From an optimization exercise on the open Yosys and OpenROAD flow, aimed at small area; shortcuts taken in it are not production practice.
Function was checked by simulation only, so behaviour that the tests miss may differ from the original.
Power is estimated from default activity; no workload was simulated.

`flow/design.v`:
```
package ethp_pkg;
    localparam int IN_TDATA_W  = 8;
    localparam int OUT_TDATA_W = 248;
    localparam int OUT_TUSER_W = 2;
    localparam logic [1:0] ST_OK  = 2'd0;
    localparam logic [1:0] ST_ETH = 2'd1;
    localparam logic [1:0] ST_IP  = 2'd2;
    localparam logic [1:0] ST_TCP = 2'd3;
    localparam logic [15:0] POS_SRC_MAC  = 16'd6;
    localparam logic [15:0] POS_ETYPE    = 16'd12;
    localparam logic [15:0] POS_VER_IHL  = 16'd14;
    localparam logic [15:0] POS_PROTO    = 16'd23;
    localparam logic [15:0] POS_SRC_IP   = 16'd26;
    localparam logic [15:0] POS_DST_IP   = 16'd30;
    localparam logic [15:0] POS_IP_END   = 16'd34;
    localparam logic [7:0]  ETH_LEN      = 8'd14;
    localparam logic [15:0] IP_MIN_END   = 16'd34;
    localparam logic [15:0] TCP_MIN      = 16'd20;
    localparam logic [3:0]  HDR_MIN_WORDS = 4'd5;
    localparam logic [15:0] ETYPE_IPV4   = 16'h0800;
    localparam logic [3:0]  IP_VERSION4  = 4'd4;
    localparam logic [7:0]  PROTO_TCP    = 8'd6;
    localparam logic [7:0] TCP_DPORT    = 8'd2;
    localparam logic [7:0] TCP_DOFF     = 8'd12;
    localparam logic [7:0] TCP_FLAGS    = 8'd13;
    typedef struct packed {
        logic [15:0] len;
        logic [47:0] dst_mac;
        logic [47:0] src_mac;
        logic [15:0] ether_type;
        logic [7:0]  ver_ihl;
        logic [7:0]  protocol;
        logic [31:0] src_ip;
        logic [31:0] dst_ip;
        logic [15:0] tcp_sport;
        logic [15:0] tcp_dport;
        logic [3:0]  data_off;
        logic [3:0]  flags;
    } t_frame;
endpackage
import ethp_pkg::*;
module eth_ipv4_tcp_header_parser #(
    parameter int MAX_FRAME_BYTES = 65535
) (
    input  logic         i_clk,
    input  logic         i_rst_n,
    input  logic         s_axis_tvalid,
    output logic         s_axis_tready,
    input  logic [ethp_pkg::IN_TDATA_W-1:0]  s_axis_tdata,
    input  logic         s_axis_tlast,
    output logic         m_axis_tvalid,
    input  logic         m_axis_tready,
    output logic [ethp_pkg::OUT_TDATA_W-1:0] m_axis_tdata,
    output logic [1:0]   m_axis_tuser
);
    logic        r_full_a, r_full_b;    
    logic        r_wr;                  
    logic        r_rd;                  
    logic        r_ov;                  
    logic        accept, fin, ld;
    logic        rd_full;
    assign s_axis_tready = !(r_full_a && r_full_b);
    assign accept        = s_axis_tvalid && s_axis_tready;
    assign fin           = accept && s_axis_tlast;
    assign rd_full       = r_rd ? r_full_b : r_full_a;
    assign ld            = rd_full && (!r_ov || m_axis_tready);
    always_ff @(posedge i_clk) begin
        if (!i_rst_n) begin
            r_full_a <= 1'b0;
            r_full_b <= 1'b0;
            r_wr     <= 1'b0;
            r_rd     <= 1'b0;
            r_ov     <= 1'b0;
        end else begin
            if (fin) r_wr <= !r_wr;
            if (ld)  r_rd <= !r_rd;
            if ((fin && !r_wr) || (ld && !r_rd)) r_full_a <= fin && !r_wr;
            if ((fin &&  r_wr) || (ld &&  r_rd)) r_full_b <= fin &&  r_wr;
            if (!r_ov || m_axis_tready) r_ov <= rd_full;
        end
    end
    logic [15:0] r_cnt;          
    logic [3:0]  r_ihl;
    logic        r_ver4;
    logic        r_et8;          
    logic        r_et;           
    logic        r_tcp;          
    logic [3:0]  r_dof;
    logic        lo6, lo8;       
    logic [7:0]  pos;
    logic [5:0]  rel_hi;
    logic [7:0]  rel;            
    logic [7:0]  b;
    assign b      = s_axis_tdata;
    assign lo8    = (r_cnt[15:8] == 8'd0);
    assign lo6    = lo8 && (r_cnt[7:6] == 2'd0);
    assign pos    = r_cnt[7:0];
    assign rel_hi = pos[7:2] - {2'b00, r_ihl};
    assign rel    = {rel_hi, pos[1:0]};
    logic at12, at13, at14, at23, at_dof;
    assign at12   = lo6 && pos[5:0] == 6'd12;
    assign at13   = lo6 && pos[5:0] == 6'd13;
    assign at14   = lo6 && pos[5:0] == 6'd14;
    assign at23   = lo6 && pos[5:0] == 6'd23;
    assign at_dof = lo8 && rel == 8'd26;
    always_ff @(posedge i_clk) begin
        if (!i_rst_n) begin
            r_cnt <= 16'd0;
        end else if (accept) begin
            if (s_axis_tlast)           r_cnt <= 16'd0;
            else if (r_cnt != 16'hFFFF) r_cnt <= r_cnt + 16'd1;
        end
    end
    always_ff @(posedge i_clk) begin
        if (accept) begin
            if (at12) r_et8 <= (b == 8'h08);
            if (at13) r_et  <= r_et8 && (b == 8'h00);
            if (at14) begin
                r_ver4 <= (b[7:4] == 4'd4);
                r_ihl  <= b[3:0];
            end
            if (at23)   r_tcp <= (b == 8'd6);
            if (at_dof) r_dof <= b[7:4];
        end
    end
    logic        f_eth, f_et, f_ip, f_st3, f_tcp, f_ok;
    logic [1:0]  f_st;
    logic [5:0]  f_poff;         
    logic [15:0] f_plen;
    logic        f_sat;
    logic [7:0]  t_m1;           
    logic [7:0]  p_m1;           
    assign t_m1   = 8'd13 + {2'b00, r_ihl, 2'b00};
    assign f_poff = 6'd3 + {2'b00, r_ihl} + {2'b00, r_dof};
    assign p_m1   = {f_poff, 2'b01};
    assign f_eth  = !lo8 || pos >= 8'd13;
    assign f_et   = at13 ? (r_et8 && b == 8'h00) : r_et;
    assign f_ip   = f_eth && f_et && r_ver4 && (!lo8 || pos >= 8'd33);
    assign f_st3  = f_ip && r_ihl >= 4'd5 && (!lo8 || pos >= t_m1);
    assign f_tcp  = f_st3 && r_tcp && (!lo8 || pos >= t_m1 + 8'd20);
    assign f_ok   = f_tcp && r_dof >= 4'd5 && (!lo8 || pos >= p_m1);
    assign f_st   = (!f_eth || !f_et) ? ST_ETH : f_ok ? ST_OK : f_st3 ? ST_TCP : ST_IP;
    assign f_sat  = &r_cnt;
    assign f_plen = r_cnt - {8'd0, f_poff, f_sat, !f_sat};
    localparam int NL = 28;      
    logic [NL-1:0] lane_en;
    logic [219:0]  lane_d;
    always_comb begin
        lane_en = '0;
        for (int k = 0; k < 6; k++) lane_en[5-k]  = lo6 && pos[5:0] == 6'(k);
        for (int k = 0; k < 6; k++) lane_en[11-k] = lo6 && pos[5:0] == 6'(6 + k);
        lane_en[13] = at12;
        lane_en[12] = at13;
        lane_en[14] = at23;
        for (int k = 0; k < 4; k++) lane_en[18-k] = lo6 && pos[5:0] == 6'(26 + k);
        for (int k = 0; k < 4; k++) lane_en[22-k] = lo6 && pos[5:0] == 6'(30 + k);
        lane_en[24] = lo8 && rel == 8'd14;
        lane_en[23] = lo8 && rel == 8'd15;
        lane_en[26] = lo8 && rel == 8'd16;
        lane_en[25] = lo8 && rel == 8'd17;
        lane_en[27] = lo8 && rel == 8'd27;
        lane_d = {{b[4], b[2:0]}, {27{b}}};
    end
    logic [219:0] r_fa, r_fb;        
    logic [1:0]   r_sta, r_stb;      
    logic [2:0]   r_visa, r_visb;    
    logic [5:0]   r_pofa, r_pofb;
    logic [15:0]  r_plna, r_plnb;
    always_ff @(posedge i_clk) begin
        for (int k = 0; k < NL - 1; k++) begin
            if (accept && !r_wr && lane_en[k]) r_fa[8*k +: 8] <= lane_d[8*k +: 8];
            if (accept &&  r_wr && lane_en[k]) r_fb[8*k +: 8] <= lane_d[8*k +: 8];
        end
        if (accept && !r_wr && lane_en[NL-1]) r_fa[219:216] <= lane_d[219:216];
        if (accept &&  r_wr && lane_en[NL-1]) r_fb[219:216] <= lane_d[219:216];
        if (fin && !r_wr) begin
            r_sta  <= f_st;
            r_visa <= {f_tcp, f_ip, f_eth};
            r_pofa <= f_poff;
            r_plna <= f_plen;
        end
        if (fin && r_wr) begin
            r_stb  <= f_st;
            r_visb <= {f_tcp, f_ip, f_eth};
            r_pofb <= f_poff;
            r_plnb <= f_plen;
        end
    end
    logic         sa, sb, hold;
    logic [241:0] va, vb, ma, mb;
    logic [241:0] r_o;
    logic [1:0]   r_ost;
    logic         oka, okb;
    assign hold = !ld;
    assign sa   = ld && !r_rd;
    assign sb   = ld &&  r_rd;
    assign oka  = (r_sta == ST_OK);
    assign okb  = (r_stb == ST_OK);
    assign va   = {r_plna, r_pofa, r_fa};
    assign vb   = {r_plnb, r_pofb, r_fb};
    assign ma   = {{22{sa && oka}}, {36{sa && r_visa[2]}}, {72{sa && r_visa[1]}},
                   {112{sa && r_visa[0]}}};
    assign mb   = {{22{sb && okb}}, {36{sb && r_visb[2]}}, {72{sb && r_visb[1]}},
                   {112{sb && r_visb[0]}}};
    always_ff @(posedge i_clk) begin
        r_o   <= ({242{hold}} & r_o) | (ma & va) | (mb & vb);
        r_ost <= ({2{hold}} & r_ost) | ({2{sa}} & r_sta) | ({2{sb}} & r_stb);
    end
    assign m_axis_tvalid = r_ov;
    assign m_axis_tdata  = {4'd0, r_o[241:220], ~|r_ost, 1'b0, r_o[219:0]};
    assign m_axis_tuser  = r_ost;
endmodule
```
`flow/run.sh`:
```
#!/bin/bash
# synth_recipe.tcl (not shown) runs the flow's synth.tcl, then flattens the netlist and writes it again
# the make line also repeats each setting of config.mk as NAME=value (left out here)
make -C /OpenROAD-flow-scripts/flow DESIGN_CONFIG=/design/flow/config.mk WORK_HOME=/design/flow/orfs CLKGATE_MAP_FILE= SYNTH_SCRIPT=/design/flow/synth_recipe.tcl finish
```
`flow/config.mk`:
```
export PLATFORM = sky130hd
export DESIGN_NAME = eth_ipv4_tcp_header_parser
export DESIGN_NICKNAME = eth_ipv4_tcp_header_parser
export VERILOG_FILES = /design/flow/design.v
export SDC_FILE = /design/flow/constraint.sdc
export NUM_CORES = 4
export LEC_CHECK = 0
export CAP_MARGIN = 20
export CORE_MARGIN = 2
export CORE_UTILIZATION = 40
export CTS_BUF_LIST = sky130_fd_sc_hd__clkbuf_8
export CTS_CLUSTER_DIAMETER = 40
export CTS_CLUSTER_SIZE = 12
export SLEW_MARGIN = 20
```
`flow/constraint.sdc`:
```
create_clock -name core_clock -period 5.5 [get_ports {i_clk}]
set_input_delay 1.1000 -clock core_clock [delete_from_list [all_inputs] [get_ports {i_clk}]]
set_output_delay 1.1000 -clock core_clock [all_outputs]
set_load 0.01 [all_outputs]
```
==> results of run 1 <==
## final timing paths
check	startpoint	end	cells past startpoint
max	r_ihl[0]$_DFFE_PP_	r_sta[1]$_DFFE_PP_	14
min	r_fb[199]$_DFFE_PP_	r_o[199]$_DFF_P_	2
max reg2reg	r_ihl[0]$_DFFE_PP_	r_sta[1]$_DFFE_PP_	14
min reg2reg	r_fb[199]$_DFFE_PP_	r_o[199]$_DFF_P_	2
## sequential cells by signal, indices dropped and copies added, names as in the netlist, 2 cells and up
| register | count |
|---|---|
| r_cnt | 16 |
| r_dof | 4 |
| r_fa | 220 |
| r_fb | 220 |
| r_ihl | 4 |
| r_o | 242 |
| r_ost | 2 |
| r_plna | 16 |
| r_plnb | 16 |
| r_pofa | 6 |
| r_pofb | 6 |
| r_sta | 2 |
| r_stb | 2 |
| r_visa | 3 |
| r_visb | 3 |
## power breakdown
group | total, mW | internal [mW] | switching (mW)
combinational | 1.26 | 0.691 | 0.572
sequential | 6.67 | 6.46 | 0.218
clock | 4.61 | 2.37 | 2.24
## critical path: stages, from the launching register on
cell and delay, ps:
edfxtp_1 580, inv_1 190, ha_1 240, inv_1 50, ha_1 160, inv_1 60, fa_1 450, nor2b_1 120
o21ai_0 130, ha_1 380, nand2_1 150, o21ai_0 360, a21oi_1 110, a221oi_1 350, a21oi_1 150
## routing by layer
metal | vias to the layer above | wire length (um)
met5 | - | 9
met4 | 2 | 2050
met3 | 113 | 5070
met2 | 666 | 34300
met1 | 8338 | 29500
li1 | 7425 | -
## cells by family (layout without fill, tap and decap cells)
group                    after synthesis  count (layout)  share of synthesized area
AO/OA/AOI/OAI                        326             326                      0.110
XOR/XNOR                              31              31                     0.0101
adder cells (fa/ha/maj)               39              39                     0.0189
buffers and inverters                382             757                     0.0563
flip-flops                           771             771                      0.759
multiplexers                           2               2                   0.000741
other                                  1               5                   0.000139
AND/OR/NAND/NOR                      229             229                     0.0448
## cells in the final DEF, fill, tap and decap left out, drive strengths merged, types with 4 or more instances in the layout
master / count
buf: 42
clkbuf: 108
clkdlybuf4s50: 251
nor3: 6
nor2: 74
a21oi: 20
nor2b: 9
and2: 17
clkinvlp: 13
or3: 9
o21ai: 25
xor2: 11
inv: 310
nand3: 18
ha: 36
edfxtp: 506
nand2: 40
xnor2: 20
conb: 5
bufinv: 10
nor4b: 4
nor4: 19
and3: 7
a21o: 7
dfxtp: 265
nand4: 8
o211ai: 5
clkinv: 23
a222oi: 242
nand2b: 5
## final cells by class
class | count | share of cell area
flip-flops and latches | 771 | 0.625
well taps | 873 | 0.0333
repair buffers | 293 | 0.0864
clock buffers | 108 | 0.0453
inverters | 275 | 0.0315
multi-input cells | 632 | 0.156
clock inverters | 81 | 0.0228
## stage by stage
step,total power [mW],instances,hold slack (ps),instance area [um2]
3_5_place_dp,8.08,2843,439,30500
3_3_place_gp,8.05,2843,430,30500
4_1_cts,12.7,3032,441,32800
2_1_floorplan,7.24,1785,430,27000
5_1_grt,13.0,3033,453,32800
6_report,12.5,3033,442,32800
==> impl_metrics.yaml, run 1 <==
synth:
  synth_top_area_cell: "edfxtp_1"
  ys_top_cells_by_count: "edfxtp_1, inv_1, dfxtp_1"
  async_flop_share: 0
  syn_avg_cell_area_um2: 15.2
  synth_top_area_share: 0.563
  synth_seq_area_share: 0.759
  synth_area_um2: 27000
  synthTopCellsByArea: "edfxtp_1, dfxtp_1, a222oi_1"
  netlist-cell-type-count: 65
  yosysMostFrequentCell: "edfxtp_1"
  synth-edff-count: 506
  ys_seq_elements: 771
  synthCells: 1781
  ys.flop_type: "edfxtp_1"
  yosys_warnings: 1
place:
  hpwl_um: 43600
  pre_cts_slack_ps: 1480
  io_buffer_count: 259
  globalplace.congestion: 0.840
min_path:
  hold_class: "reg -> reg"
final_layout:
  seqCellArea_um2: 20500
  areaGrowthSynthToFinish_pct: 21.4
  final_nets: 2125
  final_util: 0.489
  diodes: 0
  multi_input_area_um2: 5100
  drive_above_1_share: 0.110
  n_fill_cell: 5679
sta:
  tns_ps: 0
  hold_viol: 0
  fin_ws_ps: 1760
  fin_skew_ps: 33.4
  fmax_mhz: 268
  report.final.slew_viol_count: 0
  finalCritPeriodShare: 0.680
  setup_violations: 0
  finalCriticalPeriod_ps: 3740
  grt_setup_unrepaired: "no"
  max_slew_margin: 0.281
  worst_slew_pin_slew_ps: 1080
routing:
  wirelength_um: 71000
  ant_nets: 0
  drt-initial-drc-count: 1980
  vias: 16500
  drc: 0
  drt_pass1_iterations: 9
  drt-wirelength-per-cell_um: 23.4
  routed_via_density: 5.45
setup_path:
  critPathCaptureType: "flop"
  cp_max_fo: 12
  arrival_ps: 4150
  cp.required_ps: 5910
  ff2ff_setup_slack_ps: 1760
  criticalPathCategory: "reg -> reg"
  start_kind: "flop"
global_route:
  grt_pass1_vias: 16400
  top_usage_layer: "met2"
  grt_pass1_wl_um: 103000
  use_met2: 0.328
  grt_start_max_net_pins: 111
  grt_antenna_before_repair: 3
  grt_usage: 0.199
  grtUsageMet3: 0.0393
  met1_usage: 0.260
  overflow: 0
floorplan:
  ios: 265
  die_w_um: 264
  die_area_um2: 69600
  die-height_um: 264
  initial_core_util: 0.403
  coreArea_um2: 67000
  fp-row-count: 95
power:
  p_leak_nw: 12.7
  ir_drop_mv: 0.198
  power_density_nw_per_um2: 382
clock_network:
  cts_resized: 0
  clockBufferDepth: 3
  clk_pin_slew_worst_paths_ps: 80
  cts_tree: "yes"
  clockRootBuffer: "clkbuf_8"
  cts_sinks: 771
  cts_made_buffers: 100
  h-tree-depth: 3
  insertion_delay_ps: 700
  ctsHoldBuffers: 0
  post_cts_buffers: 0
outcome:
  status: "no timing/DRC/antenna violations"
flow_run:
  cap_violations: 0
==> run 2, diff against run 1 <==
--- a/flow/config.mk
+++ b/flow/config.mk
@@ -10,5 +10,5 @@
 export CORE_UTILIZATION = 40
-export CTS_BUF_LIST = sky130_fd_sc_hd__clkbuf_8
-export CTS_CLUSTER_DIAMETER = 40
-export CTS_CLUSTER_SIZE = 12
+export CTS_BUF_LIST = sky130_fd_sc_hd__clkbuf_16
+export CTS_CLUSTER_DIAMETER = 80
+export CTS_CLUSTER_SIZE = 35
 export SLEW_MARGIN = 20
==> impl_metrics.yaml, run 2 <==
global_route:
  grt_usage: 0.193
  grt_pass1_wl_um: 101000
  grt_antenna_before_repair: 2
  grtUsageMet3: 0.0320
  use_met2: 0.329
  grt_start_max_net_pins: 111
  top_usage_layer: "met2"
  overflow: 0
  met1_usage: 0.258
  grt_pass1_vias: 15600
synth:
  synth_seq_area_share: 0.759
  synthCells: 1781
  synth_area_um2: 27000
  synth-adder-area-share: 0.0189
  synth_compound_area_frac: 0.110
  synthTopCellsByArea: "edfxtp_1, dfxtp_1, a222oi_1"
  synth_top_family_by_area: "compound AO/OA/AOI/OAI gates"
  syn_avg_cell_area_um2: 15.2
  synth_top_area_cell: "edfxtp_1"
  synthXorXnorAreaFrac: 0.0101
  muxShareOfSynthArea: 0.000741
  ys.flop_type: "edfxtp_1"
  netlist-cell-type-count: 65
  ys_seq_elements: 771
  async_flop_share: 0
  synth-edff-count: 506
  synth_top_area_share: 0.563
  ys_top_cells_by_count: "edfxtp_1, inv_1, dfxtp_1"
  yosysMostFrequentCell: "edfxtp_1"
  yosys_warnings: 1
  synthSimpleGateAreaFrac: 0.0448
setup_path:
  arrival_ps: 4080
  reg2reg_depth: 14
  critPathCaptureType: "flop"
  r2r-end: "r_plna[12]$_DFFE_PP_"
  ff2ff_setup_slack_ps: 1740
  cp.required_ps: 5820
  regToRegStartpoint: "r_ihl[1]$_DFFE_PP_"
  cp_max_fo: 7
  start_kind: "flop"
  criticalPathCategory: "reg -> reg"
clock_network:
  cts_sinks: 771
  post_cts_buffers: 0
  cts_tree: "yes"
  cts_resized: 0
  ctsHoldBuffers: 0
  clk_pin_slew_worst_paths_ps: 120
  insertion_delay_ps: 600
  cts_made_buffers: 35
  clockRootBuffer: "clkbuf_16"
  h-tree-depth: 2
  clockBufferDepth: 3
min_path:
  hold_class: "reg -> reg"
  hold_path_end: "r_o[77]$_DFF_P_"
  min_from: "r_fb[77]$_DFFE_PP_"
  hold_path_depth: 2
sta:
  finalCriticalPeriod_ps: 3760
  fin_skew_ps: 28.7
  whs_ps: 451
  hold_viol: 0
  setup_violations: 0
  fin_ws_ps: 1740
  max_slew_margin: 0.311
  tns_ps: 0
  fmax_mhz: 266
  report.final.slew_viol_count: 0
  finalCritPeriodShare: 0.684
  worst_slew_pin_slew_ps: 1030
  grt_setup_unrepaired: "no"
floorplan:
  initial_core_util: 0.403
  fp-row-count: 95
  die-height_um: 264
  die_area_um2: 69600
  ios: 265
  die_w_um: 264
  coreArea_um2: 67000
final_layout:
  diodes: 0
  largest_reg_flops: 242
  areaGrowthSynthToFinish_pct: 17.8
  fin_cells: 2907
  final_util: 0.475
  final_common_cell: "edfxtp_1"
  layout_common_cells: "edfxtp_1, inv_1, dfxtp_1"
  reg_top3: "r_o (242), r_fa (220), r_fb (220)"
  final_nets: 2060
  top_register: "r_o"
  drive_above_1_share: 0.0639
flow_run:
  cap_violations: 0
power:
  ir_drop_mv: 0.202
  p_leak_nw: 12.1
  power_density_nw_per_um2: 354
place:
  place_inst: 2843
  io_buffer_count: 259
  hpwl_um: 43600
  globalplace.congestion: 0.840
  pre_cts_slack_ps: 1480
routing:
  drt_pass1_iterations: 9
  ant_nets: 0
  drc: 0
  drt-wirelength-per-cell_um: 23.9
  vias: 16100
  routed_via_density: 5.54
  wirelength_um: 69400
  drt-initial-drc-count: 2143
outcome:
  status: "no timing/DRC/antenna violations"
[run 2: kinds of logic after synthesis]
kind of cell / Yosys count
AND/OR/NAND/NOR: 229
AO/OA/AOI/OAI: 326
adder cells (fa/ha/maj): 39
buffers and inverters: 382
multiplexers: 2
other: 1
XOR/XNOR: 31
flip-flops: 771
[run 2: through the flow]
stage,total power [mW],cell area (um2)
after floorplan,7.24,27000
after global placement,8.05,30500
after detailed placement,8.08,30500
after CTS,11.4,31800
after global routing,11.7,31800
final,11.3,31800
[run 2: worst max path at each step]
stage                     slack (ps)               start                   end
after floorplan                 2040  r_ihl[0]$_DFFE_PP_  r_plna[14]$_DFFE_PP_
after global placement          1610       s_axis_tvalid    r_fb[27]$_DFFE_PP_
after detailed placement        1480       s_axis_tvalid    r_fb[25]$_DFFE_PP_
after CTS                       1760  r_ihl[0]$_DFFE_PP_  r_plnb[14]$_DFFE_PP_
after global routing            1480  r_ihl[1]$_DFFE_PP_  r_plna[12]$_DFFE_PP_
final                           1740  r_ihl[1]$_DFFE_PP_  r_plna[12]$_DFFE_PP_
[run 2: area by class of cell]
type                    count  area [um2]
repair buffers            293        2830
multi-input cells         632        5100
fillers                  5748       35200
inverters                 275        1030
flip-flops and latches    771       20500
well taps                 873        1090
clock buffers              38         951
clock inverters            25         303
[run 2: report_power, final]
group	switching [mW]	internal [mW]	leakage, nW
Clock	1.91	1.41	0.621
Sequential	0.218	6.45	6.70
Combinational	0.572	0.691	4.82
Total	2.70	8.56	12.1
[run 2: layer usage]
layer | part of all wire | routed length [um]
met5 | 0 | 0
met4 | 0.023 | 1570
met3 | 0.063 | 4400
met2 | 0.49 | 34200
met1 | 0.42 | 29200
[run 2: critical path, cell delays in order (launching register included)]
cell       delay [ps]
edfxtp_1          500
inv_1             260
ha_1              270
inv_1              60
ha_1              160
inv_1              60
fa_1              450
xnor2_1           240
inv_1              80
ha_1              330
a21oi_1           220
o21ai_0           200
a2111oi_2         400
nand2_1           120
xnor2_1           160
==> run 3, diff against run 2 <==
--- a/flow/config.mk
+++ b/flow/config.mk
@@ -11,4 +11,4 @@
 export CTS_BUF_LIST = sky130_fd_sc_hd__clkbuf_16
-export CTS_CLUSTER_DIAMETER = 80
-export CTS_CLUSTER_SIZE = 35
+export CTS_CLUSTER_DIAMETER = 60
+export CTS_CLUSTER_SIZE = 25
 export SLEW_MARGIN = 20
==> impl_metrics.yaml, run 3 <==
clock_network:
  post_cts_buffers: 0
  cts_tree: "yes"
  insertion_delay_ps: 600
  ctsHoldBuffers: 0
  h-tree-depth: 2
  clockBufferDepth: 3
  clockRootBuffer: "clkbuf_16"
  cts_resized: 0
  cts_sinks: 771
  cts_made_buffers: 46
  clk_pin_slew_worst_paths_ps: 90
routing:
  drt-initial-drc-count: 2203
  drt-met1-wl_um: 29500
  vias: 16200
  dr_wl_met2_um: 34400
  drc: 0
  drt_pass1_iterations: 10
  routed_via_density: 5.53
  ant_nets: 0
  wirelength_um: 69900
  top_layer_used: "met4"
  drt-wirelength-per-cell_um: 23.9
  met3_length_um: 4390
sta:
  worst_slew_pin_slew_ps: 1050
  fmax_mhz: 266
  hold_viol: 0
  setup_violations: 0
  grt_setup_unrepaired: "no"
  fin_skew_ps: 24.9
  whs_ps: 447
  max_slew_margin: 0.297
  report.final.slew_viol_count: 0
  finalCritPeriodShare: 0.684
  tns_ps: 0
  finalCriticalPeriod_ps: 3760
final_layout:
  reg_top3: "r_o (242), r_fa (220), r_fb (220)"
  layout_common_cells: "edfxtp_1, inv_1, dfxtp_1"
  diodes: 0
  final_nets: 2071
  n_fill_cell: 5730
  top_register: "r_o"
  largest_reg_flops: 242
  drive_above_1_share: 0.0716
  final_common_cell: "edfxtp_1"
  areaGrowthSynthToFinish_pct: 18.8
synth:
  synthTopCellsByArea: "edfxtp_1, dfxtp_1, a222oi_1"
  synth_top_area_share: 0.563
  netlist-cell-type-count: 65
  ys_top_cells_by_count: "edfxtp_1, inv_1, dfxtp_1"
  synthCells: 1781
  syn_avg_cell_area_um2: 15.2
  async_flop_share: 0
  yosys_warnings: 1
  synth_area_um2: 27000
  ys.flop_type: "edfxtp_1"
  synth_seq_area_share: 0.759
  ys_seq_elements: 771
  synth-edff-count: 506
  yosysMostFrequentCell: "edfxtp_1"
  synth_top_area_cell: "edfxtp_1"
min_path:
  hold_path_end: "r_o[1]$_DFF_P_"
  hold_class: "reg -> reg"
  min_from: "r_fb[1]$_DFFE_PP_"
  hold_path_depth: 2
setup_path:
  criticalPathCategory: "reg -> reg"
  start_kind: "flop"
  r2r-end: "r_plnb[14]$_DFFE_PP_"
  ff2ff_setup_slack_ps: 1740
  reg2reg_depth: 14
  cp_max_fo: 12
  regToRegStartpoint: "r_ihl[0]$_DFFE_PP_"
  arrival_ps: 4100
  cp.required_ps: 5840
  critPathCaptureType: "flop"
place:
  globalplace.congestion: 0.840
  io_buffer_count: 259
  hpwl_um: 43600
global_route:
  grt_usage: 0.194
  grt_pass1_wl_um: 102000
  grt_pass1_vias: 15700
  overflow: 0
  grt_antenna_before_repair: 2
  grt_start_max_net_pins: 111
power:
  power_density_nw_per_um2: 363
  p_leak_nw: 12.3
  ir_drop_mv: 0.234
  p_total_mw: 11.6
floorplan:
  coreArea_um2: 67000
  fp-row-count: 95
  ios: 265
  die_area_um2: 69600
  die_w_um: 264
  initial_core_util: 0.403
  die-height_um: 264
flow_run:
  cap_violations: 0
outcome:
  status: "no timing/DRC/antenna violations"
[run 3: through the flow]
step | instances | setup WS, ps | utilization | cell area [um2]
floorplan | 1785 | 2040 | - | 27000
global placement | 2843 | 1610 | 0.455 | 30500
detailed placement | 2843 | 1480 | 0.455 | 30500
CTS | 2926 | 1740 | 0.478 | 32000
global route | 2927 | 1470 | 0.479 | 32100
finish | 2927 | 1740 | 0.479 | 32100
[run 3: cells by family (layout without fill, tap and decap cells)]
| logic type | count (synthesis) | after routing | share of synthesized area |
|---|---|---|---|
| AOI/OAI and AO/OA | 326 | 326 | 0.110 |
| muxes | 2 | 2 | 0.000741 |
| adders and majority gates | 39 | 39 | 0.0189 |
| DFF | 771 | 771 | 0.759 |
| xor gates and xnor gates | 31 | 31 | 0.0101 |
| other | 1 | 5 | 0.000139 |
| and+or+nand+nor | 229 | 229 | 0.0448 |
| buffers and inverters | 382 | 651 | 0.0563 |
[run 3: area by class of cell]
| cell class | instances | area [um2] | area share |
|---|---|---|---|
| clock buffer | 48 | 1200 | 0.0374 |
| clock inverter | 35 | 328 | 0.0102 |
| inverter | 275 | 1030 | 0.0322 |
| multi-input combinational | 632 | 5100 | 0.159 |
| sequential | 771 | 20500 | 0.639 |
| tap | 873 | 1090 | 0.0340 |
| timing repair buffer | 293 | 2830 | 0.0883 |
[run 3: where the power goes]
part	internal, mW	leakage [nW]	total (mW)	switching, mW
combinational	0.691	4.82	1.26	0.571
sequential	6.45	6.70	6.67	0.219
clock	1.69	0.747	3.71	2.02
[run 3: how the worst max path moves through the flow]
stage,start,end,slack [ps],cells after the start
final,r_ihl[0]$_DFFE_PP_,r_plnb[14]$_DFFE_PP_,1740,14
after global placement,s_axis_tvalid,r_fb[27]$_DFFE_PP_,1610,6
after global routing,r_ihl[1]$_DFFE_PP_,r_plna[12]$_DFFE_PP_,1470,14
after floorplan,r_ihl[0]$_DFFE_PP_,r_plna[14]$_DFFE_PP_,2040,15
after detailed placement,s_axis_tvalid,r_fb[25]$_DFFE_PP_,1480,6
after CTS,r_ihl[0]$_DFFE_PP_,r_plnb[14]$_DFFE_PP_,1740,14
[run 3: critical path: stages (launching register included)]
cell and delay [ps]:
edfxtp_1 590, inv_1 190, ha_1 240, inv_1 50, ha_1 160, inv_1 60
fa_1 450, xnor2_1 240, inv_1 80, ha_1 330, a21oi_1 220, o21ai_0 200
a2111oi_2 410, nand2_1 120, xnor2_1 160
[run 3: metal layers]
layer | vias up | global-route usage
met2 | 575 | 0.330
met4 | 0 | 0.0498
met5 | - | 0
met3 | 85 | 0.0309
li1 | 7295 | -
met1 | 8227 | 0.262
==> run 4, diff against run 3 <==
--- a/flow/design.v
+++ b/flow/design.v
@@ -128,4 +128,3 @@
     logic [5:0]  f_poff;         
-    logic [15:0] f_plen;
-    logic        f_sat;
+    logic [15:0] f_len, f_plen;
     logic [7:0]  t_m1;           
@@ -142,4 +141,4 @@
     assign f_st   = (!f_eth || !f_et) ? ST_ETH : f_ok ? ST_OK : f_st3 ? ST_TCP : ST_IP;
-    assign f_sat  = &r_cnt;
-    assign f_plen = r_cnt - {8'd0, f_poff, f_sat, !f_sat};
+    assign f_len  = (r_cnt == 16'hFFFF) ? 16'hFFFF : r_cnt + 16'd1;
+    assign f_plen = f_len - {8'd0, f_poff, 2'b10};
     localparam int NL = 28;      
--- a/flow/config.mk
+++ b/flow/config.mk
@@ -10,5 +10,2 @@
 export CORE_UTILIZATION = 40
-export CTS_BUF_LIST = sky130_fd_sc_hd__clkbuf_16
-export CTS_CLUSTER_DIAMETER = 60
-export CTS_CLUSTER_SIZE = 25
 export SLEW_MARGIN = 20
==> impl_metrics.yaml, run 4 <==
sta:
  setup_violations: 0
  fin_ws_ps: 1290
  worst_slew_pin_slew_ps: 1090
  max_slew_margin: 0.272
  tns_ps: 0
  report.final.slew_viol_count: 0
  finalCritPeriodShare: 0.765
  whs_ps: 447
  hold_viol: 0
  grt_setup_unrepaired: "no"
  fin_skew_ps: 18.2
  fmax_mhz: 238
  finalCriticalPeriod_ps: 4210
synth:
  synthCells: 1839
  synth_area_um2: 27300
  synth-adder-area-share: 0.0205
  ys_top_cells_by_count: "edfxtp_1, inv_1, dfxtp_1"
  yosys_warnings: 1
  synthXorXnorAreaFrac: 0.00962
  synthTopCellsByArea: "edfxtp_1, dfxtp_1, a222oi_1"
  synthSimpleGateAreaFrac: 0.0497
  muxShareOfSynthArea: 0.00151
  yosysMostFrequentCell: "edfxtp_1"
  synth_top_area_share: 0.556
  synth-edff-count: 506
  ys_seq_elements: 771
  netlist-cell-type-count: 67
  ys.flop_type: "edfxtp_1"
  synth_top_family_by_area: "compound AO/OA/AOI/OAI gates"
  syn_avg_cell_area_um2: 14.9
  synth_top_area_cell: "edfxtp_1"
  async_flop_share: 0
  synth_compound_area_frac: 0.114
  synth_seq_area_share: 0.750
floorplan:
  ios: 265
  die-height_um: 265
  die_w_um: 265
  initial_core_util: 0.405
  die_area_um2: 70400
  fp-row-count: 95
  coreArea_um2: 67400
routing:
  ant_nets: 0
  drt-initial-drc-count: 2130
  drt_pass1_iterations: 10
  wirelength_um: 69600
  drt-wirelength-per-cell_um: 22.9
  drc: 0
  routed_via_density: 5.46
  vias: 16600
clock_network:
  ctsHoldBuffers: 0
  cts_tree: "yes"
  cts_made_buffers: 78
  cts_sinks: 771
  post_cts_buffers: 0
  cts_resized: 0
  clockRootBuffer: "clkbuf_16"
  clk_pin_slew_worst_paths_ps: 60
  clockBufferDepth: 3
  h-tree-depth: 3
  insertion_delay_ps: 620
final_layout:
  fin_cells: 3043
  final_area_um2: 33500
  final_common_cell: "edfxtp_1"
  final_util: 0.497
  diodes: 0
  final_nets: 2160
  areaGrowthSynthToFinish_pct: 22.6
  top_register: "r_o"
  n_fill_cell: 5583
  drive_above_1_share: 0.0857
  largest_reg_flops: 242
  reg_top3: "r_o (242), r_fa (220), r_fb (220)"
  layout_common_cells: "edfxtp_1, inv_1, dfxtp_1"
global_route:
  grt_pass1_wl_um: 104000
  met1_usage: 0.254
  top_usage_layer: "met2"
  grtUsageMet3: 0.0376
  grt_start_max_net_pins: 103
  grt_pass1_vias: 16800
  use_met2: 0.332
  grt_usage: 0.195
  overflow: 0
  grt_antenna_before_repair: 3
place:
  place_inst: 2897
  pre_cts_slack_ps: 1280
  globalplace.congestion: 0.823
  hpwl_um: 43300
  io_buffer_count: 259
  dpl_cell_area_um2: 30800
power:
  power_density_nw_per_um2: 394
  p_leak_nw: 13.0
  p_total_mw: 13.2
  ir_drop_mv: 0.248
min_path:
  hold_path_depth: 2
  min_from: "r_fb[205]$_DFFE_PP_"
  hold_class: "reg -> reg"
setup_path:
  regToRegStartpoint: "r_cnt[5]$_SDFFE_PN0P_"
  start_kind: "flop"
  reg2reg_depth: 12
  criticalPathCategory: "reg -> reg"
  crit_path_start: "r_cnt[5]$_SDFFE_PN0P_"
  arrival_ps: 4530
  critPathCaptureType: "flop"
  cp_max_fo: 13
  cp.required_ps: 5830
outcome:
  status: "no timing/DRC/antenna violations"
flow_run:
  cap_violations: 0
-- run 4: cell count changes after synthesis, moves of 7 or more --
| cell | previous run | this run |
|---|---|---|
| a21boi_1 | 0 | 9 |
| and3_1 | 7 | 14 |
| buf_2 | 43 | 22 |
| clkbuf_1 | 56 | 69 |
| nand2_1 | 39 | 57 |
| nor2_1 | 72 | 87 |
| nor2b_1 | 9 | 20 |
| nor3_1 | 6 | 17 |
| nor4_1 | 16 | 3 |
-- run 4: worst paths after layout --
kind | endpoint | slack (ps)
worst max-delay path | r_plna[13]$_DFFE_PP_ | 1290
worst min-delay path | r_o[205]$_DFF_P_ | 450
worst max register to register | r_plna[13]$_DFFE_PP_ | 1290
worst min register to register | r_o[205]$_DFF_P_ | 450
-- run 4: cells by family after synthesis --
logic type	Yosys count
compound gates	344
xor+xnor	30
buf+inv	378
flops	771
simple gates	268
other cells	1
fa+ha+maj	43
mux	4
-- run 4: power by group --
part	switching [mW]	internal [mW]	leakage (nW)
combinational	0.518	0.636	5.03
sequential	0.226	6.44	6.68
clock	2.22	3.17	1.31
-- run 4: worst max-delay path, cell delays in order, from the launching register on --
cell and delay, ps:
dfxtp_1 760, and4_1 380, nand2_2 190, or3_1 610, nand2_1 160, ha_1 280, nor2b_1 170, o31a_1 260
o31a_1 300, a2111oi_4 320, o21ai_1 160, xnor2_1 200, nand2_1 100
-- run 4: layout make-up --
type | instances | area [um2] | share of cell area
Sequential cell | 771 | 20500 | 0.612
Multi-Input combinational cell | 694 | 5410 | 0.162
Timing Repair Buffer | 287 | 2800 | 0.0837
Clock buffer | 107 | 2200 | 0.0658
Tap cell | 873 | 1090 | 0.0326
Inverter | 272 | 1020 | 0.0305
Clock inverter | 39 | 454 | 0.0136
-- run 4: routing by layer --
layer	wire, um	vias up
li1	-	7560
met1	28700	8370
met2	34900	605
met3	4670	86
met4	1250	6
met5	49	-
==> run 5, diff against run 4 <==
--- a/flow/design.v
+++ b/flow/design.v
@@ -128,3 +128,4 @@
     logic [5:0]  f_poff;         
-    logic [15:0] f_len, f_plen;
+    logic [15:0] f_plen;
+    logic        f_sat;
     logic [7:0]  t_m1;           
@@ -141,4 +142,4 @@
     assign f_st   = (!f_eth || !f_et) ? ST_ETH : f_ok ? ST_OK : f_st3 ? ST_TCP : ST_IP;
-    assign f_len  = (r_cnt == 16'hFFFF) ? 16'hFFFF : r_cnt + 16'd1;
-    assign f_plen = f_len - {8'd0, f_poff, 2'b10};
+    assign f_sat  = &r_cnt;
+    assign f_plen = r_cnt - {8'd0, f_poff, f_sat, !f_sat};
     localparam int NL = 28;      
==> flow/flow/run.sh (new file) <==
#!/bin/bash
# The standard layout (standard.sh), with one change: the port buffers that placement
# puts on every input and output are buf_1 cells instead of the cell buffer_ports picks.
set -euo pipefail
cd "$(dirname "$0")/.."
export BUFFER_PORTS_ARGS="-buffer_cell sky130_fd_sc_hd__buf_1"
bash standard.sh > flow_standard.log 2>&1
==> flow/standard.sh (new file) <==
#!/bin/bash
# synth_recipe.tcl (not shown) runs the flow's synth.tcl, then flattens the netlist and writes it again
# the make line also repeats each setting of config.mk as NAME=value (left out here)
make -C /OpenROAD-flow-scripts/flow DESIGN_CONFIG=/design/flow/config.mk WORK_HOME=/design/flow/orfs CLKGATE_MAP_FILE= SYNTH_SCRIPT=/design/flow/synth_recipe.tcl "${@:-finish}"
--- a/flow/config.mk
+++ b/flow/config.mk
@@ -10,2 +10,5 @@
 export CORE_UTILIZATION = 40
+export CTS_BUF_LIST = sky130_fd_sc_hd__clkbuf_16
+export CTS_CLUSTER_DIAMETER = 60
+export CTS_CLUSTER_SIZE = 25
 export SLEW_MARGIN = 20
removed: flow/run.sh
==> impl_metrics.yaml, run 5 <==
setup_path:
  r2r-end: "r_plna[12]$_DFFE_PP_"
  cp-endpoint: "r_plna[12]$_DFFE_PP_"
  critPathCaptureType: "flop"
  arrival_ps: 4270
  start_kind: "flop"
  criticalPathCategory: "reg -> reg"
  regToRegStartpoint: "r_ihl[0]$_DFFE_PP_"
  cp.required_ps: 5840
  reg2reg_depth: 14
  cp_max_fo: 12
  ff2ff_setup_slack_ps: 1570
  crit_path_start: "r_ihl[0]$_DFFE_PP_"
synth:
  netlist-cell-type-count: 65
  ys.flop_type: "edfxtp_1"
  synth_top_area_share: 0.563
  yosys_warnings: 1
  synth_top_area_cell: "edfxtp_1"
  synth_seq_area_share: 0.759
  synthTopCellsByArea: "edfxtp_1, dfxtp_1, a222oi_1"
  yosysMostFrequentCell: "edfxtp_1"
  synth_area_um2: 27000
  ys_top_cells_by_count: "edfxtp_1, inv_1, dfxtp_1"
  ys_seq_elements: 771
  syn_avg_cell_area_um2: 15.2
  async_flop_share: 0
  synth-edff-count: 506
  synthCells: 1781
clock_network:
  clk_pin_slew_worst_paths_ps: 90
  insertion_delay_ps: 630
  post_cts_buffers: 0
  ctsHoldBuffers: 0
  cts_tree: "yes"
  cts_sinks: 771
  clockRootBuffer: "clkbuf_16"
  cts_resized: 0
  cts_made_buffers: 50
  clockBufferDepth: 3
  h-tree-depth: 2
place:
  hpwl_um: 41900
  globalplace.congestion: 0.851
  pre_cts_slack_ps: 1640
  io_buffer_count: 259
  dpl_cell_area_um2: 28900
routing:
  met3_length_um: 4810
  drc: 0
  drt-met1-wl_um: 29100
  routed_via_density: 5.52
  wirelength_um: 68800
  vias: 16200
  ant_nets: 0
  drt_pass1_iterations: 8
  drt-wirelength-per-cell_um: 23.5
  top_layer_used: "met4"
  dr_wl_met2_um: 33100
  drt-initial-drc-count: 2111
sta:
  whs_ps: 437
  worst_slew_pin_slew_ps: 1080
  setup_violations: 0
  fin_skew_ps: 39.9
  finalCritPeriodShare: 0.715
  finalCriticalPeriod_ps: 3930
  tns_ps: 0
  report.final.slew_viol_count: 0
  hold_viol: 0
  fin_ws_ps: 1570
  grt_setup_unrepaired: "no"
  max_slew_margin: 0.280
  fmax_mhz: 254
power:
  ir_drop_mv: 0.233
  p_total_mw: 11.8
  p_leak_nw: 11.8
  power_density_nw_per_um2: 383
final_layout:
  top_register: "r_o"
  layout_common_cells: "edfxtp_1, inv_1, dfxtp_1"
  final_nets: 2068
  final_area_um2: 30700
  largest_reg_flops: 242
  reg_top3: "r_o (242), r_fa (220), r_fb (220)"
  final_common_cell: "edfxtp_1"
  drive_above_1_share: 0.0720
  n_fill_cell: 5895
  areaGrowthSynthToFinish_pct: 13.8
  diodes: 0
outcome:
  status: "no timing/DRC/antenna violations"
global_route:
  grt_antenna_before_repair: 1
  grt_pass1_wl_um: 100000
  grt_usage: 0.191
  grt_start_max_net_pins: 93
  overflow: 0
  grt_pass1_vias: 15600
floorplan:
  die_area_um2: 69600
  initial_core_util: 0.403
  die-height_um: 264
  fp-row-count: 95
  die_w_um: 264
  coreArea_um2: 67000
  ios: 265
flow_run:
  cap_violations: 0
min_path:
  hold_class: "reg -> reg"
## run 5: cell families after synthesis
group / Yosys count / share of synthesized area
flip-flops: 771 / 0.759
AND/OR/NAND/NOR: 229 / 0.0448
AO/OA/AOI/OAI: 326 / 0.110
other: 1 / 0.000139
buffers and inverters: 382 / 0.0563
XOR/XNOR: 31 / 0.0101
adder cells (fa/ha/maj): 39 / 0.0189
multiplexers: 2 / 0.000741
## run 5: power by group
part           internal, mW  switching, mW  total, mW
logic                 0.356          0.583      0.940
clock network          2.00           2.17       4.17
registers              6.45          0.201       6.65
## run 5: worst min-delay path by stage
stage / from / endpoint / slack (ps) / cells past startpoint
after floorplan: r_fb[0]$_DFFE_PP_ / r_o[0]$_DFF_P_ / 430 / 2
after global placement: r_fb[162]$_DFFE_PP_ / r_o[162]$_DFF_P_ / 430 / 2
after detailed placement: r_fb[145]$_DFFE_PP_ / r_o[145]$_DFF_P_ / 440 / 2
after CTS: r_fb[17]$_DFFE_PP_ / r_o[17]$_DFF_P_ / 430 / 2
after global routing: r_fb[181]$_DFFE_PP_ / r_o[181]$_DFF_P_ / 450 / 2
final: r_fb[35]$_DFFE_PP_ / r_o[35]$_DFF_P_ / 440 / 2
## run 5: per-stage QoR
stage,instances,utilization
finish,2928,0.459
CTS,2927,0.458
global route,2928,0.459
detailed placement,2836,0.431
global placement,2836,0.431
floorplan,1785,-
## run 5: area by class of cell
cell class              count  area, um2  share of cell area
flip-flops and latches    771      20500               0.667
multi-input cells         632       5090               0.165
clock buffers              50       1250              0.0407
repair buffers            286       1220              0.0398
well taps                 873       1090              0.0355
inverters                 275       1030              0.0336
clock inverters            41        559              0.0182
## run 5: worst max-delay path, stage by stage, from the launching register on
cell and delay, ps:
edfxtp_1 630, inv_1 200, ha_1 250, inv_1 70
ha_1 170, inv_1 60, fa_1 460, xnor2_1 320
inv_1 80, ha_1 330, a21oi_1 200, o21ai_0 200
a2111oi_2 420, nand2_1 120, xnor2_1 160
## run 5: metal layers
metal,up-vias,track usage
met3,107,0.0349
met2,594,0.315
li1,7286,-
met5,-,0
met1,8181,0.260
met4,0,0.0548
==> run 6, diff against run 5 <==
==> flow/flow/run.sh (replaced) <==
#!/bin/bash
# The standard layout (standard.sh), with one change: the port buffers that placement
# puts on every input and output are buf_1 cells instead of the cell buffer_ports picks, and
# clock tree synthesis adds no dummy loads to its leaf nets.
set -euo pipefail
cd "$(dirname "$0")/.."
export BUFFER_PORTS_ARGS="-buffer_cell sky130_fd_sc_hd__buf_1"
export CTS_ARGS="-sink_clustering_enable -repair_clock_nets -dont_use_dummy_load -sink_clustering_size 25 -sink_clustering_max_diameter 60 -buf_list sky130_fd_sc_hd__clkbuf_16"
bash standard.sh > flow_standard.log 2>&1
==> impl_metrics.yaml, run 6 <==
final_layout:
  final_common_cell: "edfxtp_1"
  final_nets: 2068
  drive_above_1_share: 0.0556
  largest_reg_flops: 242
  layout_common_cells: "edfxtp_1, inv_1, dfxtp_1"
  seqCellArea_um2: 20500
  fin_cells: 2888
  n_fill_cell: 5924
  top_register: "r_o"
  reg_top3: "r_o (242), r_fa (220), r_fb (220)"
  multi_input_area_um2: 5090
  areaGrowthSynthToFinish_pct: 11.8
floorplan:
  die-height_um: 264
  ios: 265
  coreArea_um2: 67000
  die_area_um2: 69600
  initial_core_util: 0.403
  die_w_um: 264
  fp-row-count: 95
outcome:
  status: "no timing/DRC/antenna violations"
flow_run:
  cap_violations: 0
synth:
  synth_area_um2: 27000
  synthTopCellsByArea: "edfxtp_1, dfxtp_1, a222oi_1"
  ys.flop_type: "edfxtp_1"
  ys_seq_elements: 771
  synth_seq_area_share: 0.759
  yosysMostFrequentCell: "edfxtp_1"
  yosys_warnings: 1
  async_flop_share: 0
  synth_top_area_share: 0.563
  netlist-cell-type-count: 65
  ys_top_cells_by_count: "edfxtp_1, inv_1, dfxtp_1"
  synthCells: 1781
  syn_avg_cell_area_um2: 15.2
  synth_top_area_cell: "edfxtp_1"
  synth-edff-count: 506
sta:
  finalCriticalPeriod_ps: 3960
  fin_skew_ps: 80.5
  grt_setup_unrepaired: "no"
  setup_violations: 0
  report.final.slew_viol_count: 0
  finalCritPeriodShare: 0.720
  fmax_mhz: 252
  worst_slew_pin_slew_ps: 1070
  tns_ps: 0
  fin_ws_ps: 1540
  whs_ps: 390
  max_slew_margin: 0.287
  hold_viol: 0
routing:
  drt-wirelength-per-cell_um: 23.8
  drt_pass1_iterations: 10
  vias: 16100
  drt-initial-drc-count: 2228
  routed_via_density: 5.59
  drc: 0
  ant_nets: 0
  wirelength_um: 68800
setup_path:
  criticalPathCategory: "reg -> reg"
  start_kind: "flop"
  critPathCaptureType: "flop"
  cp_max_fo: 12
  crit_path_start: "r_ihl[0]$_DFFE_PP_"
  cp.required_ps: 5790
  arrival_ps: 4250
  regToRegStartpoint: "r_ihl[0]$_DFFE_PP_"
place:
  place_inst: 2836
  globalplace.congestion: 0.851
  hpwl_um: 41900
  pre_cts_slack_ps: 1640
  io_buffer_count: 259
global_route:
  grt_pass1_vias: 15600
  grt_usage: 0.191
  grt_antenna_before_repair: 1
  grt_start_max_net_pins: 93
  overflow: 0
  grt_pass1_wl_um: 100000
power:
  ir_drop_mv: 0.229
  p_leak_nw: 11.5
  power_density_nw_per_um2: 364
clock_network:
  post_cts_buffers: 0
  cts_made_buffers: 50
  cts_resized: 0
  clockBufferDepth: 3
  ctsHoldBuffers: 0
  insertion_delay_ps: 630
  clockRootBuffer: "clkbuf_16"
  clk_pin_slew_worst_paths_ps: 80
  cts_tree: "yes"
  h-tree-depth: 2
  cts_sinks: 771
min_path:
  min_from: "r_fb[189]$_DFFE_PP_"
  hold_class: "reg -> reg"
-- run 6: layer usage --
metal / GRT usage / vias up / wire length (um)
met5: 0 / - / 0
met4: 0.0550 / 0 / 1770
met3: 0.0341 / 108 / 4800
met2: 0.315 / 628 / 33200
met1: 0.259 / 8169 / 29000
li1: - / 7235 / -
-- run 6: kinds of logic after synthesis --
| group | count (synthesis) | synth area share |
|---|---|---|
| buffers and inverters | 382 | 0.0563 |
| xor gates and xnor gates | 31 | 0.0101 |
| DFF | 771 | 0.759 |
| AOI/OAI and AO/OA | 326 | 0.110 |
| and+or+nand+nor | 229 | 0.0448 |
| adders and majority gates | 39 | 0.0189 |
| muxes | 2 | 0.000741 |
| other | 1 | 0.000139 |
-- run 6: area by class of cell --
type,instances,area share
flip-flops and latches,771,0.679
well taps,873,0.0362
diodes,1,0.0000829
inverters,275,0.0342
multi-input cells,632,0.168
repair buffers,286,0.0407
clock buffers,50,0.0414
-- run 6: worst max-delay path, cell delays in order (launching register included) --
cell       delay, ps
edfxtp_1         620
inv_1            190
ha_1             250
inv_1             70
ha_1             170
inv_1             60
fa_1             460
xnor2_1          320
inv_1             80
ha_1             330
a21oi_1          200
o21ai_0          210
a2111oi_2        420
nand2_1          120
xnor2_1          160
-- run 6: path summary, 6_finish.rpt --
path / endpoint / slack, ps / cells after the start
setup / recovery: r_plna[12]$_DFFE_PP_ / 1540 / 14
hold / removal: r_o[189]$_DFF_P_ / 390 / 2
setup reg to reg: r_plna[12]$_DFFE_PP_ / 1540 / 14
hold reg to reg: r_o[189]$_DFF_P_ / 390 / 2
-- run 6: through the flow --
step | power [mW] | area (um2) | util
2_1_floorplan | 7.24 | 27000 | -
3_3_place_gp | 7.70 | 28900 | 0.431
6_report | 11.0 | 30200 | 0.450
5_1_grt | 11.4 | 30200 | 0.450
4_1_cts | 11.1 | 30200 | 0.450
3_5_place_dp | 7.74 | 28900 | 0.431
-- run 6: power by group --
group	internal [mW]	switching, mW
clock network	1.60	1.78
logic	0.357	0.584
registers	6.46	0.201
total	8.42	2.56
==> run 7, diff against run 6 <==
--- a/flow/design.v
+++ b/flow/design.v
@@ -168,9 +168,12 @@
     logic [15:0]  r_plna, r_plnb;
+    logic wa, wb;
+    assign wa = s_axis_tvalid && !r_wr && !r_full_a;
+    assign wb = s_axis_tvalid &&  r_wr && !r_full_b;
     always_ff @(posedge i_clk) begin
         for (int k = 0; k < NL - 1; k++) begin
-            if (accept && !r_wr && lane_en[k]) r_fa[8*k +: 8] <= lane_d[8*k +: 8];
-            if (accept &&  r_wr && lane_en[k]) r_fb[8*k +: 8] <= lane_d[8*k +: 8];
-        end
-        if (accept && !r_wr && lane_en[NL-1]) r_fa[219:216] <= lane_d[219:216];
-        if (accept &&  r_wr && lane_en[NL-1]) r_fb[219:216] <= lane_d[219:216];
+            if (wa && lane_en[k]) r_fa[8*k +: 8] <= lane_d[8*k +: 8];
+            if (wb && lane_en[k]) r_fb[8*k +: 8] <= lane_d[8*k +: 8];
+        end
+        if (wa && lane_en[NL-1]) r_fa[219:216] <= lane_d[219:216];
+        if (wb && lane_en[NL-1]) r_fb[219:216] <= lane_d[219:216];
         if (fin && !r_wr) begin
--- a/flow/config.mk
+++ b/flow/config.mk
@@ -9,6 +9,3 @@
 export CORE_MARGIN = 2
-export CORE_UTILIZATION = 40
-export CTS_BUF_LIST = sky130_fd_sc_hd__clkbuf_16
-export CTS_CLUSTER_DIAMETER = 60
-export CTS_CLUSTER_SIZE = 25
+export CORE_UTILIZATION = 80
 export SLEW_MARGIN = 20
==> impl_metrics.yaml, run 7 <==
outcome:
  status: "no timing/DRC/antenna violations"
setup_path:
  critPathCaptureType: "flop"
  arrival_ps: 4470
  reg2reg_depth: 14
  ff2ff_setup_slack_ps: 1290
  criticalPathCategory: "reg -> reg"
  start_kind: "flop"
  cp.required_ps: 5750
  regToRegStartpoint: "r_ihl[1]$_DFFE_PP_"
  cp_max_fo: 6
  crit_path_start: "r_ihl[1]$_DFFE_PP_"
  r2r-end: "r_plna[12]$_DFFE_PP_"
routing:
  routed_via_density: 6.96
  drt-wirelength-per-cell_um: 27.1
  wirelength_um: 66100
  vias: 17000
  drt_pass1_iterations: 13
  ant_nets: 0
  drc: 0
  drt-initial-drc-count: 3131
synth:
  yosys_warnings: 1
  synth_top_area_share: 0.563
  ys_top_cells_by_count: "edfxtp_1, inv_1, dfxtp_1"
  synth_area_um2: 27000
  synth_seq_area_share: 0.760
  ys.flop_type: "edfxtp_1"
  synth-edff-count: 506
  syn_avg_cell_area_um2: 15.2
  netlist-cell-type-count: 68
  ys_seq_elements: 771
  async_flop_share: 0
  synth_top_area_cell: "edfxtp_1"
  synthTopCellsByArea: "edfxtp_1, dfxtp_1, a222oi_1"
  synthCells: 1776
  yosysMostFrequentCell: "edfxtp_1"
final_layout:
  final_common_cell: "edfxtp_1"
  layout_common_cells: "edfxtp_1, inv_1, dfxtp_1"
  diodes: 0
  areaGrowthSynthToFinish_pct: 8.30
  drive_above_1_share: 0.0456
  final_nets: 2047
  reg_top3: "r_o (242), r_fa (220), r_fb (220)"
  largest_reg_flops: 242
  top_register: "r_o"
sta:
  max_slew_margin: 0.240
  hold_viol: 0
  setup_violations: 0
  finalCriticalPeriod_ps: 4210
  worst_slew_pin_slew_ps: 1140
  report.final.slew_viol_count: 0
  grt_setup_unrepaired: "no"
  tns_ps: 0
  finalCritPeriodShare: 0.766
  fmax_mhz: 237
  fin_skew_ps: 70.3
floorplan:
  die_area_um2: 35200
  initial_core_util: 0.809
  die-height_um: 188
  coreArea_um2: 33400
  ios: 265
  die_w_um: 188
  fp-row-count: 67
place:
  hpwl_um: 39000
  io_buffer_count: 259
  globalplace.congestion: 0.949
power:
  p_total_mw: 10.7
  p_leak_nw: 11.3
  ir_drop_mv: 0.345
  power_density_nw_per_um2: 366
global_route:
  grt_pass1_vias: 16900
  overflow: 0
  grt_usage: 0.376
  grt_pass1_wl_um: 99500
  grt_start_max_net_pins: 96
  grt_antenna_before_repair: 1
clock_network:
  cts_made_buffers: 38
  cts_resized: 0
  insertion_delay_ps: 560
  h-tree-depth: 2
  post_cts_buffers: 0
  clk_pin_slew_worst_paths_ps: 90
  ctsHoldBuffers: 0
  cts_sinks: 771
  clockRootBuffer: "clkbuf_16"
  clockBufferDepth: 3
  cts_tree: "yes"
min_path:
  min_from: "r_fb[1]$_DFFE_PP_"
  hold_class: "reg -> reg"
  hold_path_depth: 2
  hold_path_end: "r_o[1]$_DFF_P_"
flow_run:
  cap_violations: 0
-- run 7: changes by cell type in the layout (fill, tap and decap cells not counted), sizes merged, moves of 6 or more --
cell	previous run	this run
clkbuf	58	46
or3	9	3
nor4	19	7
and4	3	9
nor3	6	14
nor2	74	80
-- run 7: cells by family after synthesis --
family                     after synthesis  synth area share
and+or+nand+nor                        231            0.0450
DFF                                    771             0.760
adders and majority gates               38            0.0185
muxes                                    1          0.000371
AOI/OAI and AO/OA                      325             0.110
other                                    1          0.000139
buffers and inverters                  379            0.0568
xor gates and xnor gates                30           0.00974
-- run 7: layout make-up --
type	instances	area, um2
Timing Repair Buffer	283	1190
Multi-Input combinational cell	630	5010
Sequential cell	771	20500
Inverter	272	1020
Tap cell	448	561
Fill cell	1411	4130
Clock buffer	38	951
-- run 7: report_power, final --
| part | internal (mW) | leakage, nW | switching, mW | total, mW |
|---|---|---|---|---|
| clock | 1.24 | 0.468 | 1.63 | 2.87 |
| combinational | 0.398 | 4.15 | 0.710 | 1.11 |
| sequential | 6.49 | 6.71 | 0.216 | 6.70 |
-- run 7: worst max-delay path by stage --
stage	slack (ps)	cells past startpoint	end
final	1290	14	r_plna[12]$_DFFE_PP_
after global routing	1050	10	r_plna[15]$_DFFE_PP_
after CTS	1400	10	r_plnb[13]$_DFFE_PP_
after detailed placement	1370	10	r_plnb[13]$_DFFE_PP_
after global placement	1350	14	r_plna[12]$_DFFE_PP_
after floorplan	2000	14	r_plna[14]$_DFFE_PP_
-- run 7: per-stage QoR --
step                 util  instance area, um2  instances  setup WS (ps)  hold slack (ps)
floorplan               -               27000       1780           2000              430
global placement    0.847               28300       2404           1350              431
detailed placement  0.848               28300       2404           1370              439
CTS                 0.876               29200       2442           1400              433
global route        0.876               29200       2442           1050              441
finish              0.876               29200       2442           1290              424
-- run 7: metal layers --
| metal | part of all wire | vias to the layer above | global-route usage |
|---|---|---|---|
| li1 | - | 7173 | - |
| met1 | 0.34 | 8273 | 0.498 |
| met2 | 0.49 | 1343 | 0.620 |
| met3 | 0.12 | 204 | 0.0751 |
| met4 | 0.044 | 2 | 0.157 |
| met5 | 0.00020 | - | 0 |
-- run 7: critical path, stage by stage, from the launching register on --
cell and delay, ps:
edfxtp_1 440, inv_1 220, ha_1 270, inv_1 60, ha_1 150, inv_1 60
fa_1 450, xnor2_1 300, inv_1 80, ha_1 350, a21oi_1 210, o21ai_0 220
a2111oi_1 790, nand2_1 180, xnor2_1 190
==> run 8, diff against run 7 <==
--- a/flow/config.mk
+++ b/flow/config.mk
@@ -9,3 +9,3 @@
 export CORE_MARGIN = 2
-export CORE_UTILIZATION = 80
+export CORE_UTILIZATION = 65
 export SLEW_MARGIN = 20
==> impl_metrics.yaml, run 8 <==
setup_path:
  cp_max_fo: 9
  regToRegStartpoint: "r_cnt[1]$_SDFFE_PN0P_"
  crit_path_start: "r_cnt[1]$_SDFFE_PN0P_"
  arrival_ps: 4410
  criticalPathCategory: "reg -> reg"
  cp.required_ps: 5800
  start_kind: "flop"
  critPathCaptureType: "flop"
power:
  p_sw_frac: 0.235
  power_density_nw_per_um2: 366
  p_int_mw: 8.24
  p_leak_nw: 11.4
  clkPwrFrac: 0.280
  pwr-share-seq: 0.620
  combPwrFrac: 0.100
  ir_drop_mv: 0.287
  power.switching_mw: 2.53
final_layout:
  reg_top3: "r_o (242), r_fa (220), r_fb (220)"
  diodes: 0
  layout_common_cells: "edfxtp_1, inv_1, dfxtp_1"
  final_common_cell: "edfxtp_1"
  drive_above_1_share: 0.0475
  largest_reg_flops: 242
  top_register: "r_o"
  final_nets: 2051
  areaGrowthSynthToFinish_pct: 9.05
global_route:
  grt_antenna_before_repair: 0
  grt_pass1_wl_um: 94400
  grt_pass1_vias: 15800
  grt_usage: 0.287
  overflow: 0
  grt_start_max_net_pins: 134
sta:
  whs_ps: 417
  worst_slew_pin_slew_ps: 978
  finalCriticalPeriod_ps: 4100
  finalCritPeriodShare: 0.746
  report.final.slew_viol_count: 0
  fin_skew_ps: 73.3
  setup_violations: 0
  fmax_mhz: 244
  grt_setup_unrepaired: "no"
  hold_viol: 0
  max_slew_margin: 0.342
  tns_ps: 0
floorplan:
  die_w_um: 208
  initial_core_util: 0.660
  die-height_um: 208
  fp-row-count: 74
  die_area_um2: 43200
  ios: 265
  coreArea_um2: 40900
synth:
  syn_avg_cell_area_um2: 15.2
  netlist-cell-type-count: 68
  synth_seq_area_share: 0.760
  synth_top_area_share: 0.563
  synth_top_area_cell: "edfxtp_1"
  yosysMostFrequentCell: "edfxtp_1"
  synth-edff-count: 506
  ys.flop_type: "edfxtp_1"
  synthCells: 1776
  synth_area_um2: 27000
  yosys_warnings: 1
  async_flop_share: 0
  ys_seq_elements: 771
  synthTopCellsByArea: "edfxtp_1, dfxtp_1, a222oi_1"
  ys_top_cells_by_count: "edfxtp_1, inv_1, dfxtp_1"
clock_network:
  post_cts_buffers: 0
  cts_made_buffers: 42
  clk_pin_slew_worst_paths_ps: 90
  cts_sinks: 771
  insertion_delay_ps: 590
  clockRootBuffer: "clkbuf_16"
  cts_resized: 0
  h-tree-depth: 2
  ctsHoldBuffers: 0
  cts_tree: "yes"
  clockBufferDepth: 3
routing:
  ant_nets: 0
  routed_via_density: 6.36
  drt-wirelength-per-cell_um: 24.7
  drc: 0
  wirelength_um: 62400
  drt-initial-drc-count: 2313
  drt_pass1_iterations: 10
  vias: 16100
min_path:
  hold_class: "reg -> reg"
  min_from: "r_fb[103]$_DFFE_PP_"
place:
  hpwl_um: 38400
  globalplace.congestion: 0.923
  io_buffer_count: 259
flow_run:
  cap_violations: 0
outcome:
  status: "no timing/DRC/antenna violations"
-- run 8: layout make-up --
class                      count  area, um2
timing repair buffer         283       1190
inverter                     272       1020
fill                        2735      11500
tap                          532        666
sequential                   771      20500
clock buffer                  42       1050
multi-input combinational    630       5010
-- run 8: cells by family after synthesis --
family                     Yosys count  synth area share
buffers and inverters              379            0.0568
adders and majority gates           38            0.0185
AOI/OAI and AO/OA                  325             0.110
and+or+nand+nor                    231            0.0450
other                                1          0.000139
xor gates and xnor gates            30           0.00974
DFF                                771             0.760
muxes                                1          0.000371
-- run 8: critical path, stage by stage (launching register included) --
cell      delay [ps]
dfxtp_1          430
ha_1             400
nand3_1          340
or4_1            750
ha_1             320
nor2b_1          120
o21ai_0          200
a21oi_1          160
o41ai_1          730
nand4b_1         220
xnor2_1          210
-- run 8: worst paths after layout --
path | end | slack [ps] | cells after the start
worst max-delay path | r_plnb[13]$_DFFE_PP_ | 1400 | 10
worst min-delay path | r_o[103]$_DFF_P_ | 420 | 2
worst max register to register | r_plnb[13]$_DFFE_PP_ | 1400 | 10
worst min register to register | r_o[103]$_DFF_P_ | 420 | 2
-- run 8: power by group through the flow --
stage	clock [mW]	sequential (mW)	combinational, mW
2_1_floorplan	0	6.91	0.449
3_3_place_gp	0	6.79	1.05
3_5_place_dp	0	6.81	1.09
4_1_cts	3.07	6.68	1.09
5_1_grt	3.26	6.71	1.18
6_report	3.01	6.68	1.08
-- run 8: stage by stage --
stage                     setup WS [ps]   util  cell area [um2]  std cells  power (mW)
after floorplan                    2000      -            27000       1780        7.36
after global placement             1490  0.693            28400       2488        7.84
after detailed placement           1420  0.693            28400       2488        7.89
after CTS                          1440  0.719            29400       2530        10.8
after global routing                890  0.719            29400       2530        11.1
final                              1400  0.719            29400       2530        10.8
-- run 8: per-layer routing --
layer / up-vias / track usage / part of all wire
met5: - / 0 / 0
met4: 0 / 0.0697 / 0.022
met3: 94 / 0.0631 / 0.095
met2: 775 / 0.459 / 0.48
met1: 8027 / 0.408 / 0.40
li1: 7191 / - / -

## port drivers added, routing unchanged
The flow's constraints put no driver on any port. The routed layouts listed below were extracted and timed again, unchanged, in two steps.
Step 1, drivers: a clkbuf_16 drives i_clk and a buf_2 each remaining input, both assumed.
Step 2 moves the port delays by t, midway between the first and last clock arrival at a register: inputs arrive t later, outputs are due t later. That takes back most of the time a late clock gives input paths.
a / b / c = no drivers / after step 1 / after step 2; a / b = the first two.
run | shift t [ns] | setup WS [ns] | worst data-port slew with drivers (ns)
run 1 | 0.742 | 1.763 / 1.763 / 1.441 | 0.07
run 2 | 0.642 | 1.740 / 1.740 / 1.480 | 0.07
run 3 | 0.659 | 1.736 / 1.736 / 1.453 | 0.07
run 4 | 0.680 | 1.295 / 1.295 / 1.295 | 0.08
run 5 | 0.670 | 1.568 / 1.568 / 1.568 | 0.09
run 6 | 0.645 | 1.539 / 1.539 / 1.539 | 0.09
run 7 | 0.581 | 1.287 / 1.287 / 1.287 | 0.06
run 8 | 0.619 | 1.395 / 1.395 / 1.395 | 0.05
After both steps every run listed still meets setup and hold. The setup slack of run 1, which loses most, moves by 0.000 ns with the drivers and by -0.322 ns with both steps.
